Context: an optimization exercise on an open-source flow, tuned for small area, a short achievable clock period and few clock cycles per item. The choices shown serve that exercise and are no tape-out recipe. Function was checked by simulation only, so behaviour that the tests miss may differ from the original. Power and IR drop assume default switching activity.

==> design.v <==
module mdu_ctrl #(
    parameter int MUL_LAT = 4
) (
    input  logic        clk,
    input  logic        rst,
    input  logic        start,
    input  logic [2:0]  op,
    input  logic [31:0] a,
    input  logic [31:0] b,
    output logic        busy,
    output logic        done,
    output logic [31:0] hi,
    output logic [31:0] lo,
    output logic        div0
);
    localparam int N = 35;
    logic        r_busy, r_done;
    logic        s_mul, s_fix, s_nlo, s_lead, s_step, s_nhi;
    logic [31:0] r_hi, r_lo;
    logic        r_hx;           
    logic [32:0] r_m;            
    logic [5:0]  r_k;            
    logic        r_uns, r_negq, r_negr;
    logic        r_skip;         
    logic        r_hz;           
    logic        c_aacc, c_b1, c_b2, c_blo, c_bhi, c_inv;
    logic        c_madd, c_mskip, c_hsum;
    assign busy = r_busy;
    assign done = r_done;
    assign hi   = r_hi;
    assign lo   = r_lo;
    assign div0 = 1'b0;
    logic [N-1:0] w_ma, w_mb, w_sum, w_m35, w_bx, w_g, w_p, w_gg, w_pp;
    assign w_m35 = {{2{r_m[32]}}, r_m};
    assign w_ma = ({N{c_aacc}} & {{2{r_hx}}, r_hx, r_hi})
                | ({N{s_lead}} & {3'd0, r_hi[23:0], r_lo[31:24]})
                | ({N{s_step}} & {r_hx, r_hx, r_hi, r_lo[31]});
    assign w_mb = ({N{c_b2}}  & {w_m35[N-2:0], 1'b0})
                | ({N{c_b1}}  & w_m35)
                | ({N{c_blo}} & {3'd0, r_lo})
                | ({N{c_bhi}} & {3'd0, r_hi});
    assign w_bx = w_mb ^ {N{c_inv}};
    assign w_g  = w_ma & w_bx;
    assign w_p  = w_ma ^ w_bx;
    always_comb begin
        w_gg = w_g;
        w_pp = w_p;
        w_gg[0] = w_g[0] | (w_p[0] & c_inv);
        for (int d = 1; d < 64; d = d * 2)
            for (int i = 2 * d - 1; i < N; i += 2 * d) begin
                w_gg[i] = w_gg[i] | (w_pp[i] & w_gg[i-d]);
                w_pp[i] = w_pp[i] & w_pp[i-d];
            end
        for (int d = 32; d >= 1; d = d / 2)
            for (int i = 3 * d - 1; i < N; i += 2 * d) begin
                w_gg[i] = w_gg[i] | (w_pp[i] & w_gg[i-d]);
                w_pp[i] = w_pp[i] & w_pp[i-d];
            end
    end
    assign w_sum = w_p ^ {w_gg[N-2:0], c_inv};
    logic       w_acc, w_dsign, w_dskip, w_last, w_rneg;
    logic [5:0] w_k;
    logic [7:0] w_nlo, w_bw;
    logic       w_nbp, w_bp, w_nskip;
    assign w_acc   = !r_busy && start;
    assign w_dsign = !op[0] && a[31];
    assign w_dskip = r_hz && w_sum[N-1];
    assign w_k     = r_k + ((s_lead || (s_mul && r_skip)) ? 6'd8 : s_mul ? 6'd2 : 6'd1);
    assign w_last  = w_k[5];
    assign w_rneg  = w_sum[32];            
    assign w_nlo   = r_skip ? r_lo[15:8] : r_lo[9:2];
    assign w_nbp   = r_skip ? r_lo[7] : r_lo[1];
    assign w_bw    = r_busy ? w_nlo : a[7:0];
    assign w_bp    = r_busy ? w_nbp : 1'b0;
    assign w_nskip = r_busy ? ((w_k <= 6'd24) && (w_nlo == {8{w_nbp}})) : (a[7:0] == 8'd0);
    logic        w_late;
    logic [17:0] w_nx [0:1];
    assign w_late = (s_lead && w_dskip) || (s_step && w_rneg);
    always_comb begin
        for (int l = 0; l < 2; l++) begin
            logic dsk, rng;
            logic n_mul, n_fix, n_nlo, n_lead, n_step, n_nhi, n_done, n_m32, n_hx, n_dend;
            dsk    = (l == 1);
            rng    = (l == 1);
            n_dend = (s_lead && dsk && w_last) || (s_step && w_last);
            n_mul  = r_busy ? (s_mul && !w_last) : (start && op[2:1] == 2'b00);
            n_fix  = (s_mul && w_last && r_uns && w_nbp) || (s_step && w_last && rng);
            n_lead = (w_acc && op[2:1] == 2'b01 && !w_dsign) || (s_lead && dsk && !w_last)
                  || (s_nlo && r_k == 6'd0);
            n_step = (s_lead && !dsk) || (s_step && !w_last);
            n_nlo  = (w_acc && op[2:1] == 2'b01 && w_dsign)
                  || ((n_dend && !(s_step && rng)) || (s_fix && !r_uns)) && r_negq && !s_lead;
            n_nhi  = ((n_dend && !(s_step && rng)) || (s_fix && !r_uns)) && !(r_negq && !s_lead) && r_negr
                  || (s_nlo && r_k != 6'd0 && r_negr);
            n_done = r_busy && !(n_mul || n_fix || n_lead || n_step || n_nlo || n_nhi);
            n_m32  = r_busy ? r_m[32] : (!op[0] && b[31]);
            n_hx   = s_step ? rng : r_busy ? r_hx : 1'b0;
            w_nx[l] = {
                r_busy ? !n_done : (start && !op[2]),                        
                n_done,                                                      
                n_mul, n_fix, n_nlo, n_lead, n_step, n_nhi,                  
                n_mul || n_fix,                                              
                n_mul && (w_bw[0] == w_bp) && (w_bw[1] != w_bw[0]),         
                (n_mul && (w_bw[0] ^ w_bp)) || n_fix || n_lead || n_step,    
                n_nlo,                                                       
                n_nhi,                                                       
                n_mul && !w_nskip,                                           
                n_mul && w_nskip,                                            
                n_fix || n_nhi || n_step,                                    
                (n_mul && w_bw[1] && !(w_bw[0] && w_bp)) || (n_fix && n_m32)
                  || (n_lead && !n_m32) || (n_step && (n_hx == n_m32)) || n_nlo || n_nhi,   
                n_hx                                                         
            };
        end
    end
    logic [17:0] w_n;
    assign w_n = w_late ? w_nx[1] : w_nx[0];
    always_ff @(posedge clk) begin
        if (rst) begin
            {r_busy, r_done, s_mul, s_fix, s_nlo, s_lead, s_step, s_nhi,
             c_aacc, c_b2, c_b1, c_blo, c_bhi, c_madd, c_mskip, c_hsum} <= '0;
        end else begin
            {r_busy, r_done, s_mul, s_fix, s_nlo, s_lead, s_step, s_nhi,
             c_aacc, c_b2, c_b1, c_blo, c_bhi, c_madd, c_mskip, c_hsum} <= w_n[17:2];
        end
    end
    always_ff @(posedge clk) begin
        c_inv <= w_n[1];
        r_hx  <= (s_mul && !r_skip) ? w_sum[N-1] : w_n[0];
        r_m   <= r_busy ? r_m : {!op[0] && b[31], b};
        r_skip <= w_nskip;
        if (!r_busy) begin
            r_k    <= 6'd0;
            r_uns  <= op[0];
            r_negq <= !op[0] && (a[31] ^ b[31]) && (b != 32'd0);
            r_negr <= w_dsign;
        end
        if (s_mul || (s_lead && w_dskip) || s_step) r_k <= w_k;
    end
    logic        w_lead, w_ldhi, w_ldlo, w_hold_hi, w_hold_lo;
    logic [31:0] w_hi, w_lo;
    assign w_lead    = s_lead && w_dskip;
    assign w_ldhi    = w_acc && (!op[2] || op[1:0] == 2'b00);
    assign w_ldlo    = w_acc && (!op[2] || op[1:0] == 2'b01);
    assign w_hold_hi = !(c_madd || c_mskip || c_hsum || w_lead || w_ldhi);
    assign w_hold_lo = !(c_madd || c_mskip || s_nlo || s_step || w_lead || w_ldlo);
    assign w_hi = ({32{c_madd}}    & w_sum[33:2])
                | ({32{c_mskip}}   & {{8{r_hx}}, r_hi[31:8]})
                | ({32{c_hsum}}    & w_sum[31:0])
                | ({32{w_lead}}    & {r_hi[23:0], r_lo[31:24]})
                | ({32{w_ldhi && op[2]}} & a)
                | ({32{w_hold_hi}} & r_hi);
    assign w_lo = ({32{c_madd}}    & {w_sum[1:0], r_lo[31:2]})
                | ({32{c_mskip}}   & {r_hi[7:0], r_lo[31:8]})
                | ({32{s_nlo}}     & w_sum[31:0])
                | ({32{s_step}}    & {r_lo[30:0], !w_rneg})
                | ({32{w_lead}}    & {r_lo[23:0], 8'd0})
                | ({32{w_ldlo}}    & a)
                | ({32{w_hold_lo}} & r_lo);
    always_ff @(posedge clk) begin
        if (rst) begin
            r_hi <= 32'd0;
            r_lo <= 32'd0;
        end else begin
            r_hi <= w_hi;
            r_lo <= w_lo;
        end
        r_hz <= rst || w_acc || (w_lead ? (r_hi[23:16] == 8'd0) : r_hz);
    end
endmodule
==> flow/run.sh <==
#!/bin/bash
# Standard layout with three changes to how it is made: Yosys does not map adders to full-adder
# cells (ABC maps them as plain logic, which is faster here), the ports get the smallest buffer
# cell instead of a delay buffer, and timing repair aims below the clock period (harder after
# clock tree synthesis than after global routing).
set -euo pipefail
export ADDER_MAP_FILE=
export BUFFER_PORTS_ARGS="-buffer_cell sky130_fd_sc_hd__buf_1"
SETUP_SLACK_MARGIN=6.8 bash standard.sh cts > standard_cts.log 2>&1
SETUP_SLACK_MARGIN=6.5 bash standard.sh > standard.log 2>&1
==> standard.sh <==
#!/bin/bash
# synth_recipe.tcl (not shown) runs the flow's synth.tcl, then flattens the netlist and writes it again
# the make line also repeats each setting of config.mk as NAME=value (left out here)
make -C /OpenROAD-flow-scripts/flow DESIGN_CONFIG=/design/flow/config.mk WORK_HOME=/design/flow/orfs CLKGATE_MAP_FILE= SYNTH_SCRIPT=/design/flow/synth_recipe.tcl "${@:-finish}"
==> config.mk <==
export PLATFORM = sky130hd
export DESIGN_NAME = mdu_ctrl
export DESIGN_NICKNAME = mdu_ctrl
export VERILOG_FILES = /design/flow/design.v
export SDC_FILE = /design/flow/constraint.sdc
export NUM_CORES = 4
export LEC_CHECK = 0
export ABC_AREA = 1
export CAP_MARGIN = 20
export CORE_MARGIN = 2
export CORE_UTILIZATION = 45
export SLEW_MARGIN = 20
==> constraint.sdc <==
create_clock -name core_clock -period 10.0 [get_ports {clk}]
set_input_delay 2.0000 -clock core_clock [delete_from_list [all_inputs] [get_ports {clk}]]
set_output_delay 2.0000 -clock core_clock [all_outputs]
set_load 0.01 [all_outputs]
==> results of run 1 <==
==> power by group <==
| part | switching, W | internal, W |
|---|---|---|
| combinational | 0.000213 | 0.0000882 |
| sequential | 0.0000441 | 0.000550 |
| clock | 0.000271 | 0.000398 |
==> cells in the mapped netlist, types with 12 or more instances <==
| cell | number |
|---|---|
| nand2_1 | 637 |
| inv_1 | 209 |
| nor2_1 | 140 |
| nand3_1 | 124 |
| dfxtp_1 | 82 |
| a21oi_1 | 67 |
| o22ai_1 | 50 |
| o21ai_0 | 45 |
| edfxtp_1 | 42 |
| a31oi_1 | 37 |
| clkbuf_1 | 35 |
| o21ai_1 | 32 |
| xor2_1 | 25 |
| nand4_1 | 21 |
| buf_2 | 16 |
| o211ai_1 | 16 |
| nor3_1 | 15 |
| nor4_1 | 14 |
| buf_6 | 13 |
| inv_2 | 13 |
| nand3b_1 | 12 |
==> per-stage QoR <==
step / worst slack [ns] / area (um2) / utilization (%) / hold slack, ns
after global routing: 6.48 / 12300 / 53.9 / 0.550
after CTS: 6.73 / 12100 / 53.2 / 0.509
after detailed placement: 5.75 / 11100 / 48.7 / 0.497
after floorplan: 6.76 / 10500 / - / 0.452
final: 6.68 / 12300 / 53.9 / 0.515
after global placement: 5.82 / 11100 / 48.7 / 0.492
==> cells by family after synthesis <==
group,Yosys count
compound gates,304
xor+xnor,31
buf+inv,307
flops,124
other cells,1
simple gates,989
==> final cells by class <==
type / instances / area [um2]
multi-input combinational: 1325 / 6460
timing repair inverter: 1 / 8.76
timing repair buffer: 162 / 930
clock buffer: 21 / 482
clock inverter: 11 / 130
sequential: 124 / 2930
inverter: 231 / 948
tap: 313 / 392
fill: 2389 / 10500
==> sequential cells by signal, indices dropped and copies added (netlist names), 6 cells and up <==
register  count
r_k           6
r_m          33
r_hi         32
r_lo         32
==> layer usage <==
| metal | vias up | track usage (%) | part of all wire, % | wire [um] |
|---|---|---|---|---|
| met5 | - | 0 | 0 | 0 |
| met4 | 0 | 20.6 | 6.3 | 2990 |
| met3 | 190 | 8.78 | 13 | 6050 |
| met2 | 896 | 59.5 | 43 | 20400 |
| met1 | 5922 | 49.8 | 38 | 18300 |
| li1 | 5989 | - | - | - |
==> timing repair <==
item | in CTS | in global routing
setup endpoints to repair | 109 | 50
pin swaps | 1 | 0
gates cloned | 4 | 2
buffers inserted | 3 | 5
gates resized for setup | 76 | 20
==> worst reg2reg max path: cells and delay by family, from the launching register on <==
family | cells | cell delay [ns]
and+or+nand+nor | 15 | 1.46
AOI/OAI and AO/OA | 2 | 0.37
DFF | 1 | 0.46
buffers and inverters | 5 | 0.70
==> path summary, 6_finish.rpt <==
check	endpoint	slack [ns]	cells past startpoint
worst min register to register	r_hz$_DFF_P_	0.52	2
worst min-delay path	r_hz$_DFF_P_	0.52	2
worst max-delay path	r_lo[31]$_SDFF_PP0_	6.68	9
worst max register to register	r_k[1]$_SDFFCE_PN0P_	6.70	22
==> impl_metrics.json, run 1 <==
{
  "status": "finished clean",
  "hp-class": "flip-flop to flip-flop",
  "dieArea_um2": 24600,
  "worstSetupPathType": "input port to flip-flop",
  "post_drt_wl_per_cell_um": 21.8,
  "slowest_delay_ns": 0.41,
  "start_util_pct": 46.2,
  "yosysWarningCount": 2,
  "ys_ff_latch": 124,
  "core-area_um2": 22800,
  "grtUsageTotal_pct": 38.5,
  "dp_cells": 2142,
  "drtPass1Iterations": 7,
  "vias": 13000,
  "cts_root_buffer": "clkbuf_16",
  "ctsHoldBuffers": 0,
  "tightest_slew_ns": 0.863,
  "clk_path_buf_depth": 2,
  "htree_levels": 4,
  "period_share_pct": 33.2,
  "timing.rr.start": "c_blo$_SDFF_PP0_",
  "dieHeight_um": 157,
  "fin_skew_ns": 0.0148,
  "synth_fp_nets": 1826,
  "finalMaxSlewViolations": 0,
  "drtIter0Drc": 1806,
  "synth_edf_count": 42,
  "relSlewSlack_pct": 42.1,
  "crit_chain": "buf_1, nand2_1, a21oi_2, buf_6, inv_1, o2111ai_1, nand3b_1, o21ai_0, inv_1",
  "avgSynthCellArea_um2": 5.99,
  "fin_cells": 2188,
  "die_w_um": 157,
  "n_antenna_cell": 0,
  "synthCells": 1756,
  "synthMuxAreaShare_pct": 0,
  "synth.distinct_cells": 57,
  "grt-ovfl-total": 0,
  "cp.required_ns": 10.38,
  "power.total_w": 0.00156,
  "crit_slowest_cell": "o2111ai_1",
  "path_buf_inv": 4,
  "grt_max_degree": 60,
  "period_minus_slack_ns": 3.32,
  "final_common_cell": "nand2_1",
  "synth_area_leaders": "nand2_1 (23%), dfxtp_1 (16%), edfxtp_1 (12%), inv_1 (7.5%), nand3_1 (5.9%)",
  "hold_viol_final": 0,
  "routed_via_density": 5.94,
  "drc": 0,
  "cts_tree": "built",
  "ios": 137,
  "grt_pass1_wl_um": 70400,
  "final_nets": 1932,
  "yosysTopAreaCell": "nand2_1",
  "fin_setup_tns_ns": 0,
  "finalSetupViolations": 0,
  "portBuffers": 135,
  "netlist_area_um2": 10500,
  "hpwl_um": 33300,
  "p_leak_nw": 5.23,
  "row_count": 55,
  "crit_arrival_ns": 3.70,
  "start_kind": "input port",
  "synth-compound-area-share_pct": 18.1,
  "irDropWorstVdd_mv": 0.119,
  "cts.sinks": 124,
  "ys_seq_area_share_pct": 27.6,
  "cp-startpoint": "op[0]",
  "yosysTopAreaCellShare_pct": 22.7,
  "ys_async_sr_fraction_pct": 0,
  "crit_top_cell": "inv_1",
  "end_kind": "flip-flop",
  "synthSimpleGateAreaFrac_pct": 39.2,
  "crit_family": "buffers and inverters",
  "clkLatencyLatePin_ns": 0.45,
  "power.density_nw_per_um2": 127,
  "synth_xor_area_share_pct": 2.58,
  "worstHoldStart": "r_hz$_DFF_P_",
  "syn2layout_area_growth_pct": 16.8,
  "cp_max_fo": 27,
  "cts.clk_slew.worst_paths_ns": 0.07,
  "maxCapViolCount": 0,
  "ant_nets": 0,
  "drive_gt1_share_pct": 8.64,
  "antenna_found_initial": 0,
  "gp_congestion": 0.955,
  "grt_pass1_vias": 11800,
  "wl_um": 47800,
  "rsz0062_at_grt": "true",
  "synthFlopType": "dfxtp_1",
  "fmaxAchievable_mhz": 301,
  "cts_made_buffers": 17,
  "layout_common_cells": "nand2_1 (631), inv_1 (207), nor2_1 (136)",
  "synth-adder-area-share_pct": 0,
  "synth_top_family_by_area": "simple AND/OR/NAND/NOR gates"
}
Testbench counts, summed over its fixed seeds: cycles 75,612, ops 8,000.
==> inputs of run 2 (changes only) <==
--- a/flow/run.sh
+++ b/flow/run.sh
@@ -6,5 +6,5 @@
 set -euo pipefail
 export ADDER_MAP_FILE=
 export BUFFER_PORTS_ARGS="-buffer_cell sky130_fd_sc_hd__buf_1"
-SETUP_SLACK_MARGIN=6.8 bash standard.sh cts > standard_cts.log 2>&1
+SETUP_SLACK_MARGIN=7.0 bash standard.sh cts > standard_cts.log 2>&1
 SETUP_SLACK_MARGIN=6.5 bash standard.sh > standard.log 2>&1
==> run 2 against run 1 <==
  * Clock power increased by 0.6%
  * Sequential power shrank 2%
  * Routed wire length grew 10%
  * Synthesized cell count did not move
  * Sequential share of layout area is 1.2 points lower
  * First-iteration DRC count grew 8.7%
  * Non-clock buffer count increased by 90
  * Worst hold slack worse by 0.0042 ns
  * Maximum frequency is essentially flat
  * Power up 3.0%
  * Utilization grew 6.4 points
  * Critical endpoint is now r_hi[12]$_SDFF_PP0_
  * Largest power group unchanged
  * Highest routed layer unchanged
==> impl_metrics.json, run 2 <==
{
  "tightest_slew_ns": 1.01,
  "seqPwrFrac_pct": 36.3,
  "timing.rr.start": "c_b1$_SDFF_PP0_",
  "drtPass1Iterations": 7,
  "ys_ff_latch": 124,
  "final_util_pct": 60.3,
  "p_sw_w": 0.000555,
  "vias": 13700,
  "die_w_um": 157,
  "fillers": 2197,
  "regArea_um2": 3120,
  "p_comb_share_pct": 22.0,
  "gp_congestion": 0.945,
  "yosysTopAreaCellShare_pct": 22.7,
  "wl_um": 52800,
  "end_kind": "flip-flop",
  "ys_top_cells_by_count": "nand2_1 (637), inv_1 (209), nor2_1 (140)",
  "cts.clk_slew.worst_paths_ns": 0.07,
  "reg_top3": "r_m (33), r_hi (32), r_lo (32)",
  "crit_chain": "buf_12, nand2_1, nand2_1, o21ai_2, nand3_1, nand2_2, o21a_1, nand2_1, a21oi_2, nand2_4, nand3_2, nand3_2, nand2_2, nand2_2, nand2_4, nand3_4, buf_6, nand2_8, buf_12, nor2_4, nor3_2, nor2_1",
  "power.density_nw_per_um2": 117,
  "path_buf_inv": 3,
  "rsz0062_at_grt": "false",
  "final_common_cell": "nand2_1",
  "cts_root_buffer": "clkbuf_16",
  "netSwitchingFraction_pct": 34.4,
  "irDropWorstVdd_mv": 0.111,
  "hold_viol_final": 0,
  "multi_input_area_um2": 6780,
  "period_share_pct": 33.2,
  "ant_nets": 0,
  "cp.required_ns": 10.30,
  "clk_path_buf_depth": 2,
  "synth_fp_nets": 1826,
  "post_drt_wl_per_cell_um": 23.1,
  "grt-ovfl-total": 0,
  "synth_area_leaders": "nand2_1 (23%), dfxtp_1 (16%), edfxtp_1 (12%), inv_1 (7.5%), nand3_1 (5.9%)",
  "worstSetupPathType": "flip-flop to flip-flop",
  "grtUsageTotal_pct": 42.8,
  "maxCapViolCount": 0,
  "dieArea_um2": 24600,
  "ctsHoldBuffers": 0,
  "slowest_delay_ns": 0.38,
  "routed_via_density": 6.00,
  "period_minus_slack_ns": 3.32,
  "cts_tree": "built",
  "cp_max_fo": 9,
  "grt_pass1_wl_um": 77600,
  "crit_arrival_ns": 3.61,
  "hpwl_um": 33400,
  "antenna_found_initial": 0,
  "crit_family": "simple AND/OR/NAND/NOR gates",
  "r2r_slack_ns": 6.68,
  "ys_seq_area_share_pct": 27.6,
  "cts_made_buffers": 17,
  "largest_reg_flops": 33,
  "htree_levels": 4,
  "p_leak_nw": 5.99,
  "start_kind": "flip-flop",
  "syn2layout_area_growth_pct": 30.7,
  "drc": 0,
  "timing.rr.end": "r_hi[12]$_SDFF_PP0_",
  "grt_pass1_vias": 12800,
  "fmaxAchievable_mhz": 302,
  "fin_setup_tns_ns": 0,
  "relSlewSlack_pct": 32.3,
  "endpoint": "r_hi[12]$_SDFF_PP0_",
  "n_antenna_cell": 0,
  "routed.top_layer": "met4",
  "finalSetupViolations": 0,
  "top_register": "r_m",
  "cp-startpoint": "c_b1$_SDFF_PP0_",
  "grt_max_degree": 60,
  "synth.distinct_cells": 57,
  "yosysWarningCount": 2,
  "finalMaxSlewViolations": 0,
  "final_nets": 2026,
  "cts.sinks": 124,
  "avgSynthCellArea_um2": 5.99,
  "synthFlopType": "dfxtp_1",
  "drive_gt1_share_pct": 20.1,
  "p_clk_share_pct": 41.7,
  "yosysTopAreaCell": "nand2_1",
  "core-area_um2": 22800,
  "start_util_pct": 46.2,
  "clkLatencyLatePin_ns": 0.44,
  "portBuffers": 135,
  "ys_async_sr_fraction_pct": 0,
  "hp-class": "flip-flop to flip-flop",
  "fin_skew_ns": 0.0114,
  "m1WireLength_um": 19900,
  "dieHeight_um": 157,
  "row_count": 55,
  "ios": 137,
  "p_int_w": 0.00106,
  "r2r_cells": 22,
  "synthCells": 1756,
  "wl_met3_um": 6600,
  "synth.most_common_cell": "nand2_1",
  "whs_ns": 0.511,
  "layout_common_cells": "nand2_1 (611), inv_1 (199), nor2_1 (126)",
  "cp.depth": 22,
  "met2_length_um": 22000,
  "drtIter0Drc": 1964,
  "status": "finished clean",
  "netlist_area_um2": 10500,
  "synth_edf_count": 42,
  "crit_slowest_cell": "dfxtp_4"
}
==> run 2: cell counts after synthesis <==
No cell type changed its count.
==> run 2: worst min-delay path by stage <==
stage | from | to | slack, ns | cells past startpoint
after floorplan | r_hz$_DFF_P_ | r_hz$_DFF_P_ | 0.45 | 2
after global placement | r_hz$_DFF_P_ | r_hz$_DFF_P_ | 0.49 | 2
after detailed placement | r_hz$_DFF_P_ | r_hz$_DFF_P_ | 0.49 | 2
after CTS | r_hi[24]$_SDFF_PP0_ | r_hi[24]$_SDFF_PP0_ | 0.51 | 2
after global routing | r_hi[24]$_SDFF_PP0_ | r_hi[24]$_SDFF_PP0_ | 0.52 | 2
final | r_hz$_DFF_P_ | r_hz$_DFF_P_ | 0.51 | 2
==> run 2: logic make-up after synthesis <==
family,count (synthesis),share of synthesized area (%)
AND/OR/NAND/NOR,989,39.2
other,1,0.0357
AO/OA/AOI/OAI,304,18.1
buffers and inverters,307,12.5
flip-flops,124,27.6
XOR/XNOR,31,2.58
==> run 2: per-layer routing <==
metal,up-vias,global-route usage [%]
li1,6200,-
met1,6206,53.3
met2,994,63.7
met3,283,11.6
met4,0,30.6
met5,-,0
==> run 2: what timing repair did <==
item,in CTS,in global routing
resized for setup,302,0
hold endpoints to repair,0,0
endpoints found under the setup margin,152,0
setup buffers,99,0
==> run 2: cell type report <==
class	instances	share of cell area, %
multi-input combinational	1326	49.4
sequential	124	22.7
timing repair buffer	252	13.2
inverter	231	7.27
clock buffer	18	3.12
tap	313	2.85
clock inverter	14	1.31
timing repair inverter	4	0.273
==> run 2: tightest hold or removal path, cell delays in order, from the launching register on <==
cell and delay (ns):
dfxtp_1 0.31, o21ai_0 0.08, nand3_1 0.07
==> run 2: power by group through the flow <==
stage	logic, W	registers, W	clock network (W)
floorplan	0.000187	0.000586	0
global placement	0.000272	0.000606	0
detailed placement	0.000275	0.000606	0
CTS	0.000341	0.000581	0.000670
global route	0.000379	0.000585	0.000690
finish	0.000355	0.000585	0.000672
==> run 2: stage by stage <==
stage | setup slack (ns) | power, W | instance area (um2) | instances
2_1_floorplan | 6.91 | 0.000773 | 10700 | 1756
3_3_place_gp | 5.70 | 0.000879 | 11200 | 2139
3_5_place_dp | 5.66 | 0.000881 | 11200 | 2139
4_1_cts | 6.92 | 0.00159 | 13700 | 2282
5_1_grt | 6.51 | 0.00165 | 13700 | 2282
6_report | 6.68 | 0.00161 | 13700 | 2282
==> inputs of run 3 (changes only) <==
--- a/flow/run.sh
+++ b/flow/run.sh
@@ -6,5 +6,5 @@
 set -euo pipefail
 export ADDER_MAP_FILE=
 export BUFFER_PORTS_ARGS="-buffer_cell sky130_fd_sc_hd__buf_1"
-SETUP_SLACK_MARGIN=7.0 bash standard.sh cts > standard_cts.log 2>&1
+SETUP_SLACK_MARGIN=6.8 bash standard.sh cts > standard_cts.log 2>&1
 SETUP_SLACK_MARGIN=6.5 bash standard.sh > standard.log 2>&1
--- a/config.mk
+++ b/config.mk
@@ -8,5 +8,6 @@
 export ABC_AREA = 1
 export CAP_MARGIN = 20
 export CORE_MARGIN = 2
-export CORE_UTILIZATION = 45
+export CORE_UTILIZATION = 70
+export CTS_BUF_LIST = sky130_fd_sc_hd__clkbuf_8
 export SLEW_MARGIN = 20
==> run 3 against run 2 <==
  * Count of clock-buffer cells in the layout is the same
  * Power down 15%
  * Critical path type is now input port to flip-flop
  * Clock skew increased by 0.0052 ns
  * Non-clock buffer count down 96
  * Largest power group is now sequential cells
==> impl_metrics.json, run 3 <==
{
  "status": "finished clean",
  "synth_area_leaders": "nand2_1 (23%), dfxtp_1 (16%), edfxtp_1 (12%), inv_1 (7.5%), nand3_1 (5.9%)",
  "vias": 13800,
  "power.density_nw_per_um2": 117,
  "seqPwrFrac_pct": 43.5,
  "final_util_pct": 80.2,
  "cp_max_fo": 25,
  "cts_made_buffers": 17,
  "r2r_cells": 20,
  "stdcell_area_um2": 11700,
  "top_register": "r_m",
  "gp_congestion": 1.08,
  "p_sw_w": 0.000500,
  "cts.sinks": 124,
  "largest_reg_flops": 33,
  "yosysTopAreaCell": "nand2_1",
  "grt-ovfl-total": 0,
  "worstHoldStart": "r_hz$_DFF_P_",
  "cp-startpoint": "op[0]",
  "p_clk_share_pct": 35.0,
  "cts_root_buffer": "clkbuf_8",
  "antenna_found_initial": 1,
  "finalMaxSlewViolations": 0,
  "start_util_pct": 72.1,
  "ctsHoldBuffers": 0,
  "rsz0062_at_grt": "false",
  "hold_viol_final": 0,
  "synth_fp_nets": 1826,
  "synthFlopType": "dfxtp_1",
  "row_count": 44,
  "yosysWarningCount": 2,
  "cp.required_ns": 10.42,
  "routed_via_density": 6.71,
  "dieArea_um2": 16000,
  "fillers": 1095,
  "routed.top_layer": "met4",
  "fin_setup_tns_ns": 0,
  "hold_path_depth": 2,
  "end_kind": "flip-flop",
  "post_drt_wl_per_cell_um": 21.4,
  "yosysTopAreaCellShare_pct": 22.7,
  "layout_common_cells": "nand2_1 (633), inv_1 (208), nor2_1 (139)",
  "core-area_um2": 14600,
  "grtUsageTotal_pct": 53.8,
  "reg_top3": "r_m (33), r_hi (32), r_lo (32)",
  "finalSetupViolations": 0,
  "drive_gt1_share_pct": 8.03,
  "placed_area_um2": 10900,
  "period_minus_slack_ns": 3.42,
  "m1WireLength_um": 14000,
  "period_share_pct": 34.2,
  "start_kind": "input port",
  "ios": 137,
  "grt_pass1_wl_um": 66500,
  "htree_levels": 4,
  "drtPass1Iterations": 22,
  "irDropWorstVdd_mv": 0.0831,
  "synthCells": 1756,
  "grt_max_degree": 60,
  "final_nets": 1926,
  "n_antenna_cell": 0,
  "avgSynthCellArea_um2": 5.99,
  "p_leak_nw": 5.05,
  "cts.clk_slew.worst_paths_ns": 0.08,
  "synth.distinct_cells": 57,
  "clkLatencyLatePin_ns": 0.49,
  "ys_ff_latch": 124,
  "fmaxAchievable_mhz": 292,
  "cts_tree": "built",
  "hp-class": "flip-flop to flip-flop",
  "ys_seq_area_share_pct": 27.6,
  "syn2layout_area_growth_pct": 11.2,
  "ys_top_cells_by_count": "nand2_1 (637), inv_1 (209), nor2_1 (140)",
  "final_common_cell": "nand2_1",
  "tightest_slew_ns": 0.850,
  "netSwitchingFraction_pct": 36.6,
  "ys_async_sr_fraction_pct": 0,
  "met2_length_um": 17900,
  "dieHeight_um": 127,
  "worstSetupPathType": "input port to flip-flop",
  "synth.most_common_cell": "nand2_1",
  "p_int_w": 0.000865,
  "relSlewSlack_pct": 43.0,
  "portBuffers": 135,
  "timing.rr.start": "r_lo[28]$_SDFF_PP0_",
  "fin_skew_ns": 0.0166,
  "synth_edf_count": 42,
  "wl_um": 44000,
  "die_w_um": 127,
  "netlist_area_um2": 10500,
  "crit_arrival_ns": 3.84,
  "drc": 0,
  "drtIter0Drc": 2856,
  "ant_nets": 0,
  "wl_met3_um": 7320,
  "p_comb_share_pct": 21.5,
  "clk_path_buf_depth": 2,
  "grt_pass1_vias": 12400,
  "maxCapViolCount": 0,
  "hpwl_um": 29500
}
[run 3: stage by stage]
| step | hold slack [ns] | setup WS, ns | power [W] | std cells |
|---|---|---|---|---|
| global placement | 0.493 | 5.69 | 0.000857 | 2012 |
| detailed placement | 0.486 | 5.56 | 0.000865 | 2012 |
| CTS | 0.499 | 6.80 | 0.00133 | 2053 |
| global route | 0.534 | 6.50 | 0.00139 | 2053 |
| floorplan | 0.452 | 6.76 | 0.000768 | 1756 |
| finish | 0.510 | 6.58 | 0.00136 | 2053 |
[run 3: worst paths after layout]
path                    endpoint  slack, ns
min                 r_hz$_DFF_P_       0.51
min reg2reg         r_hz$_DFF_P_       0.51
max          r_hi[21]$_SDFF_PP0_       6.58
max reg2reg  r_lo[11]$_SDFF_PP0_       6.63
[run 3: what timing repair did]
action | CTS | global route
gates resized for setup | 70 | 12
setup buffers | 6 | 0
cloned | 3 | 0
endpoints found under the setup margin | 113 | 31
[run 3: routing by layer]
| metal | up-vias | GRT usage (%) |
|---|---|---|
| met4 | 0 | 40.3 |
| met2 | 1403 | 79.2 |
| met1 | 5936 | 61.8 |
| li1 | 5983 | - |
| met5 | - | 0 |
| met3 | 454 | 23.0 |
[run 3: area by class of cell]
type / count / area [um2] / area share, %
multi-input combinational: 1325 / 6380 / 54.5
clock inverter: 14 / 154 / 1.32
clock buffer: 18 / 248 / 2.12
timing repair buffer: 156 / 797 / 6.82
tap: 184 / 230 / 1.97
inverter: 231 / 937 / 8.01
timing repair inverter: 1 / 8.76 / 0.0749
sequential: 124 / 2940 / 25.2
[run 3: power by group through the flow]
stage | clock network (W) | registers [W] | logic, W
final | 0.000478 | 0.000594 | 0.000293
after global routing | 0.000490 | 0.000593 | 0.000311
after CTS | 0.000467 | 0.000588 | 0.000274
after detailed placement | 0 | 0.000599 | 0.000266
after global placement | 0 | 0.000598 | 0.000259
after floorplan | 0 | 0.000586 | 0.000182
[run 3: cells by family after synthesis]
family,Yosys count,synth area share [%]
other,1,0.0357
DFF,124,27.6
xor gates and xnor gates,31,2.58
AOI/OAI and AO/OA,304,18.1
buffers and inverters,307,12.5
and+or+nand+nor,989,39.2
[run 3: worst max-delay path: stages]
cell,delay [ns]
buf_1,0.14
nor2_1,0.20
nand3_1,0.47
inv_6,0.39
nand2_1,0.26
nand3_1,0.14
nand3b_1,0.11
nor2_1,0.05
nor2_1,0.07
==> inputs of run 4 (changes only) <==
--- a/config.mk
+++ b/config.mk
@@ -8,6 +8,6 @@
 export ABC_AREA = 1
 export CAP_MARGIN = 20
 export CORE_MARGIN = 2
-export CORE_UTILIZATION = 70
+export CORE_UTILIZATION = 60
 export CTS_BUF_LIST = sky130_fd_sc_hd__clkbuf_8
 export SLEW_MARGIN = 20
==> run 4 against run 3 <==
  * Largest cell class unchanged
  * Area after synthesis unchanged
  * Sequential power about the same
  * Combinational power down 2%
  * Highest routed layer unchanged
  * Largest power group unchanged
  * Die area up 16%
  * Critical path type is now flip-flop to flip-flop
==> impl_metrics.json, run 4 <==
{
  "fin_setup_tns_ns": 0,
  "synthFlopType": "dfxtp_1",
  "gp_congestion": 1.00,
  "top_register": "r_m",
  "fin_cells": 2091,
  "dieArea_um2": 18600,
  "yosysTopAreaCellShare_pct": 22.7,
  "cp_max_fo": 33,
  "netlist_area_um2": 10500,
  "row_count": 48,
  "status": "finished clean",
  "crit_slowest_cell": "dfxtp_2",
  "yosysWarningCount": 2,
  "drtIter0Drc": 2140,
  "maxCapViolCount": 0,
  "slowest_delay_ns": 0.43,
  "finalMaxSlewViolations": 0,
  "htree_levels": 4,
  "ctsHoldBuffers": 0,
  "hpwl_um": 30700,
  "vias": 13200,
  "endpoint": "r_lo[20]$_SDFF_PP0_",
  "grt_pass1_vias": 11600,
  "cts_made_buffers": 17,
  "routed_via_density": 6.32,
  "cp.depth": 22,
  "grt-ovfl-total": 0,
  "crit_top_cell": "nand2_1",
  "period_share_pct": 33.3,
  "cp.required_ns": 10.35,
  "synth-compound-area-share_pct": 18.1,
  "synthSimpleGateAreaFrac_pct": 39.2,
  "worstSetupPathType": "flip-flop to flip-flop",
  "path_buf_inv": 3,
  "hp-class": "flip-flop to flip-flop",
  "crit_arrival_ns": 3.68,
  "power.density_nw_per_um2": 113,
  "drive_gt1_share_pct": 8.20,
  "finalSetupViolations": 0,
  "power.total_w": 0.00132,
  "r2r_slack_ns": 6.67,
  "whs_ns": 0.494,
  "synth_fp_nets": 1826,
  "cp-startpoint": "c_blo$_SDFF_PP0_",
  "regArea_um2": 2950,
  "fmaxAchievable_mhz": 300,
  "reg_top3": "r_m (33), r_hi (32), r_lo (32)",
  "irDropWorstVdd_mv": 0.0822,
  "rsz0062_at_grt": "true",
  "crit_family": "simple AND/OR/NAND/NOR gates",
  "clk_path_buf_depth": 2,
  "crit_chain": "buf_12, inv_12, o21ai_2, o21ai_1, nand2_1, nand2_1, nand3_1, nand2_1, a21oi_1, nand2_1, nand2_1, nand2_4, nand3_2, nand3_2, nand2_2, nand2_2, nand2_4, nand3_4, nand2_4, clkinv_8, a21oi_1, nor2_1",
  "synthCells": 1756,
  "synth_xor_area_share_pct": 2.58,
  "dieHeight_um": 136,
  "relSlewSlack_pct": 44.0,
  "largest_reg_flops": 33,
  "grt_max_degree": 60,
  "start_util_pct": 61.0,
  "ios": 137,
  "core-area_um2": 17200,
  "layout_common_cells": "nand2_1 (633), inv_1 (207), nor2_1 (139)",
  "grt_pass1_wl_um": 64900,
  "drtPass1Iterations": 9,
  "ys_seq_area_share_pct": 27.6,
  "synth.most_common_cell": "nand2_1",
  "synth_top_family_by_area": "simple AND/OR/NAND/NOR gates",
  "cts_tree": "built",
  "yosysTopAreaCell": "nand2_1",
  "cts_root_buffer": "clkbuf_8",
  "synth.distinct_cells": 57,
  "timing.rr.end": "r_lo[20]$_SDFF_PP0_",
  "antenna_found_initial": 0,
  "syn2layout_area_growth_pct": 11.2,
  "synthMuxAreaShare_pct": 0,
  "tightest_slew_ns": 0.835,
  "final_common_cell": "nand2_1",
  "ant_nets": 0,
  "start_kind": "flip-flop",
  "ys_async_sr_fraction_pct": 0,
  "die_w_um": 136,
  "synth_area_leaders": "nand2_1 (23%), dfxtp_1 (16%), edfxtp_1 (12%), inv_1 (7.5%), nand3_1 (5.9%)",
  "hold_viol_final": 0,
  "drc": 0,
  "fin_skew_ns": 0.0197,
  "period_minus_slack_ns": 3.33,
  "dp_cells": 2052,
  "clkLatencyLatePin_ns": 0.49,
  "p_leak_nw": 5.02,
  "ys_top_cells_by_count": "nand2_1 (637), inv_1 (209), nor2_1 (140)",
  "fillers": 1659,
  "avgSynthCellArea_um2": 5.99,
  "n_antenna_cell": 0,
  "wl_um": 43500,
  "cts.sinks": 124,
  "timing.rr.start": "c_blo$_SDFF_PP0_",
  "ys_ff_latch": 124,
  "synth-adder-area-share_pct": 0,
  "portBuffers": 135,
  "grtUsageTotal_pct": 46.7,
  "end_kind": "flip-flop",
  "synth_edf_count": 42,
  "post_drt_wl_per_cell_um": 20.8,
  "multi_input_area_um2": 6390,
  "r2r_cells": 22,
  "cts.clk_slew.worst_paths_ns": 0.08,
  "final_nets": 1923
}
-- run 4: cells by family (layout without fill, tap and decap cells) --
logic type | count (synthesis) | after routing
XOR/XNOR | 31 | 31
AO/OA/AOI/OAI | 304 | 304
AND/OR/NAND/NOR | 989 | 989
other | 1 | 1
buffers and inverters | 307 | 417
flip-flops | 124 | 124
-- run 4: tightest hold or removal path: cells and delay by family, from the launching register on --
family           cells  cell delay, ns
flip-flops           1            0.31
AND/OR/NAND/NOR      1            0.06
AO/OA/AOI/OAI        1            0.07
-- run 4: through the flow --
stage                     util, %  cell area [um2]  setup WS [ns]
after floorplan                 -            10500           6.76
after global placement       63.7            11000           5.88
after detailed placement     63.7            11000           5.80
after CTS                    67.4            11600           6.77
after global routing         67.8            11700           6.48
final                        67.8            11700           6.67
-- run 4: worst min path at each step --
stage | from | end | slack, ns | depth (start not counted)
final | r_hz$_DFF_P_ | r_hz$_DFF_P_ | 0.49 | 2
after global routing | r_hz$_DFF_P_ | r_hz$_DFF_P_ | 0.52 | 2
after CTS | r_hz$_DFF_P_ | r_hz$_DFF_P_ | 0.49 | 2
after detailed placement | r_hz$_DFF_P_ | r_hz$_DFF_P_ | 0.48 | 2
after global placement | r_hz$_DFF_P_ | r_hz$_DFF_P_ | 0.48 | 2
after floorplan | r_hz$_DFF_P_ | r_hz$_DFF_P_ | 0.45 | 2
-- run 4: repair_timing --
| action | CTS | global route |
|---|---|---|
| endpoints found under the hold margin | 0 | 0 |
| cloned | 2 | 0 |
| setup endpoints to repair | 118 | 67 |
| gates resized for setup | 77 | 13 |
| buffers inserted | 2 | 3 |
| pin swaps | 0 | 0 |
-- run 4: area by class of cell --
cell class	instances	share of cell area, %
Multi-Input combinational cell	1325	54.7
Sequential cell	124	25.3
Inverter	231	8.00
Timing Repair Buffer	154	6.51
Tap cell	225	2.41
Clock buffer	17	2.00
Clock inverter	15	1.17
-- run 4: where the power goes --
group	switching [W]	leakage (nW)	internal (W)	total, W
Sequential	0.0000452	1.13	0.000549	0.000594
Clock	0.000243	0.182	0.000200	0.000443
Combinational	0.000205	3.71	0.0000821	0.000287
-- run 4: per-layer routing --
layer  wire length, um  vias up  GRT usage [%]
met5                 0        -              0
met4              3680        0           30.4
met3              6330      306           14.3
met2             18000     1078           70.1
met1             15400     5856           57.7
li1                  -     5976              -
==> inputs of run 5 (changes only) <==
--- a/flow/run.sh
+++ b/flow/run.sh
@@ -6,5 +6,5 @@
 set -euo pipefail
 export ADDER_MAP_FILE=
 export BUFFER_PORTS_ARGS="-buffer_cell sky130_fd_sc_hd__buf_1"
-SETUP_SLACK_MARGIN=6.8 bash standard.sh cts > standard_cts.log 2>&1
-SETUP_SLACK_MARGIN=6.5 bash standard.sh > standard.log 2>&1
+SETUP_SLACK_MARGIN=6.9 bash standard.sh cts > standard_cts.log 2>&1
+SETUP_SLACK_MARGIN=6.6 bash standard.sh > standard.log 2>&1
==> run 5 against run 4 <==
  * Final area grew 4.1%
  * Synthesized cell count is the same
  * Clock power grew 16%
  * Maximum frequency grew 3.0%
  * Still clean on timing, DRC and antenna
  * Power grew 6.8%
  * Count of clock-buffer cells in the layout grew 1
  * Area after synthesis is the same
  * Largest power group unchanged
  * First-iteration DRC count grew 15%
  * Largest cell class unchanged
==> impl_metrics.json, run 5 <==
{
  "top_register": "r_m",
  "clk_path_buf_depth": 2,
  "synthCells": 1756,
  "n_antenna_cell": 0,
  "grt-ovfl-total": 0,
  "p_leak_nw": 5.21,
  "ys_seq_area_share_pct": 27.6,
  "ctsHoldBuffers": 0,
  "ant_nets": 0,
  "p_comb_share_pct": 21.5,
  "cts.sinks": 124,
  "finalMaxSlewViolations": 0,
  "die_w_um": 136,
  "fin_skew_ns": 0.0165,
  "synth_edf_count": 42,
  "cp.required_ns": 10.37,
  "seqPwrFrac_pct": 42.0,
  "cts_tree": "built",
  "cts_root_buffer": "clkbuf_8",
  "power.total_w": 0.00141,
  "yosysTopAreaCellShare_pct": 22.7,
  "hpwl_um": 30800,
  "row_count": 48,
  "end_kind": "flip-flop",
  "yosysWarningCount": 2,
  "period_minus_slack_ns": 3.24,
  "ys_async_sr_fraction_pct": 0,
  "p_sw_w": 0.000497,
  "fin_setup_tns_ns": 0,
  "routed_via_density": 6.38,
  "grt_pass1_wl_um": 67600,
  "antenna_found_initial": 0,
  "grt_pass1_vias": 11900,
  "core-area_um2": 17200,
  "relSlewSlack_pct": 39.5,
  "yosysTopAreaCell": "nand2_1",
  "largest_reg_flops": 33,
  "hp-class": "flip-flop to flip-flop",
  "reg_top3": "r_m (33), r_hi (32), r_lo (32)",
  "crit_arrival_ns": 3.61,
  "grtUsageTotal_pct": 48.6,
  "cp_max_fo": 42,
  "portBuffers": 135,
  "power.density_nw_per_um2": 116,
  "drtPass1Iterations": 12,
  "irDropWorstVdd_mv": 0.0830,
  "ys_top_cells_by_count": "nand2_1 (637), inv_1 (209), nor2_1 (140)",
  "rsz0062_at_grt": "true",
  "dieArea_um2": 18600,
  "dieHeight_um": 136,
  "drc": 0,
  "cts.clk_slew.worst_paths_ns": 0.09,
  "grt_max_degree": 60,
  "ios": 137,
  "syn2layout_area_growth_pct": 15.8,
  "cts_made_buffers": 17,
  "final_nets": 1937,
  "ys_ff_latch": 124,
  "status": "finished clean",
  "final_common_cell": "nand2_1",
  "htree_levels": 4,
  "p_int_w": 0.000916,
  "netlist_area_um2": 10500,
  "vias": 13400,
  "tightest_slew_ns": 0.908,
  "drtIter0Drc": 2468,
  "p_clk_share_pct": 36.5,
  "start_kind": "flip-flop",
  "synth_fp_nets": 1826,
  "avgSynthCellArea_um2": 5.99,
  "layout_common_cells": "nand2_1 (634), inv_1 (206), nor2_1 (136)",
  "synth_area_leaders": "nand2_1 (23%), dfxtp_1 (16%), edfxtp_1 (12%), inv_1 (7.5%), nand3_1 (5.9%)",
  "start_util_pct": 61.0,
  "maxCapViolCount": 0,
  "fmaxAchievable_mhz": 309,
  "wl_um": 45800,
  "fillers": 1578,
  "netSwitchingFraction_pct": 35.2,
  "synth.distinct_cells": 57,
  "drive_gt1_share_pct": 11.1,
  "post_drt_wl_per_cell_um": 21.7,
  "clkLatencyLatePin_ns": 0.48,
  "period_share_pct": 32.4,
  "hold_viol_final": 0,
  "worstSetupPathType": "flip-flop to flip-flop",
  "synth.most_common_cell": "nand2_1",
  "finalSetupViolations": 0,
  "synthFlopType": "dfxtp_1",
  "gp_congestion": 1.02
}
[run 5: final timing paths]
path	slack, ns	endpoint	startpoint	cells after the start
worst max-delay path	6.76	r_lo[23]$_SDFF_PP0_	c_blo$_SDFF_PP0_	24
worst min-delay path	0.53	r_hz$_DFF_P_	r_hz$_DFF_P_	2
worst min register to register	0.53	r_hz$_DFF_P_	r_hz$_DFF_P_	2
worst max register to register	6.76	r_lo[23]$_SDFF_PP0_	c_blo$_SDFF_PP0_	24
[run 5: layout make-up]
class                   count  area (um2)  area share (%)
clock inverters            14         196            1.61
repair buffers            167         972            7.99
flip-flops and latches    124        3030            24.9
multi-input cells        1326        6480            53.3
clock buffers              18         248            2.04
well taps                 225         282            2.31
inverters                 231         956            7.85
[run 5: metal layers]
metal | wire length, um | GRT usage (%) | share of wire (%)
met1 | 16100 | 60.8 | 35
met2 | 18700 | 71.9 | 41
met3 | 6870 | 14.6 | 15
met4 | 4060 | 32.4 | 8.9
met5 | 0 | 0 | 0
[run 5: power by group through the flow]
| stage | sequential, W | combinational [W] | clock, W |
|---|---|---|---|
| 6_report | 0.000593 | 0.000304 | 0.000516 |
| 2_1_floorplan | 0.000586 | 0.000185 | 0 |
| 5_1_grt | 0.000593 | 0.000324 | 0.000525 |
| 3_5_place_dp | 0.000601 | 0.000270 | 0 |
| 3_3_place_gp | 0.000601 | 0.000265 | 0 |
| 4_1_cts | 0.000588 | 0.000288 | 0.000507 |
[run 5: stage by stage]
step / util (%) / instance area, um2 / cells / setup WS, ns / hold WS [ns]
2_1_floorplan: - / 10600 / 1756 / 6.90 / 0.452
3_3_place_gp: 64.0 / 11000 / 2051 / 5.97 / 0.483
3_5_place_dp: 64.0 / 11000 / 2051 / 5.86 / 0.513
4_1_cts: 70.1 / 12100 / 2103 / 6.86 / 0.518
5_1_grt: 70.6 / 12200 / 2105 / 6.54 / 0.549
6_report: 70.6 / 12200 / 2105 / 6.76 / 0.528
[run 5: what timing repair did]
item / in CTS / in global routing
resized for setup: 140 / 12
pin swaps: 1 / 0
setup endpoints to repair: 147 / 28
setup buffers: 15 / 1
cloned: 5 / 1
[run 5: cells by family (layout without fill, tap and decap cells)]
| logic type | after synthesis | after routing | synth area share (%) |
|---|---|---|---|
| AOI/OAI and AO/OA | 304 | 305 | 18.1 |
| xor gates and xnor gates | 31 | 31 | 2.58 |
| buffers and inverters | 307 | 430 | 12.5 |
| DFF | 124 | 124 | 27.6 |
| other | 1 | 1 | 0.0357 |
| and+or+nand+nor | 989 | 989 | 39.2 |
[run 5: critical path, stage by stage, from the launching register on]
cell	delay, ns
dfxtp_4	0.41
buf_12	0.19
inv_16	0.10
o22ai_1	0.27
o21ai_1	0.09
nand2_1	0.09
nor2_1	0.07
inv_1	0.05
nand2_1	0.07
nor2_1	0.19
nand2_1	0.11
nor2_1	0.20
nand3_2	0.11
nand3_2	0.08
nand2_2	0.06
nand2_2	0.07
nand2_4	0.07
nand3_4	0.10
buf_12	0.12
buf_6	0.13
inv_16	0.07
nand2_1	0.08
nand3b_1	0.09
o21ai_0	0.17
inv_1	0.05

re-timing with driven ports:
Ports are ideal in the flow. The routed layouts listed here were re-timed in OpenROAD.
Step 1 (the two cells are an assumption about what drives the block):
set clk [get_ports {clk}]
set_driving_cell -lib_cell sky130_fd_sc_hd__clkbuf_16 $clk
set_driving_cell -lib_cell sky130_fd_sc_hd__buf_2 [delete_from_list [all_inputs] $clk]
Step 2 moves the port delays by t, midway between the first and last clock arrival at a register: inputs arrive t later, outputs are due t later. That takes back most of the time a late clock gives input paths.
Three values: ideal ports, drivers, drivers and shift; two values: the first two.
| run | t (ns) | setup WS [ns] | slew at the worst register clock pin (ns) | worst data-port slew with drivers (ns) |
|---|---|---|---|---|
| run 1 | 0.487 | 6.681 / 6.703 / 6.219 | 0.07 / 0.07 | 0.04 |
| run 2 | 0.481 | 6.683 / 6.683 / 6.432 | 0.07 / 0.07 | 0.04 |
| run 3 | 0.524 | 6.580 / 6.602 / 6.078 | 0.09 / 0.09 | 0.04 |
| run 4 | 0.522 | 6.667 / 6.667 / 6.215 | 0.09 / 0.09 | 0.04 |
| run 5 | 0.514 | 6.764 / 6.764 / 6.285 | 0.09 / 0.09 | 0.04 |
After both steps setup and hold are still met in every run listed. The setup slack of run 3, which loses most, moves by +0.022 ns with the drivers and by -0.502 ns with both steps.
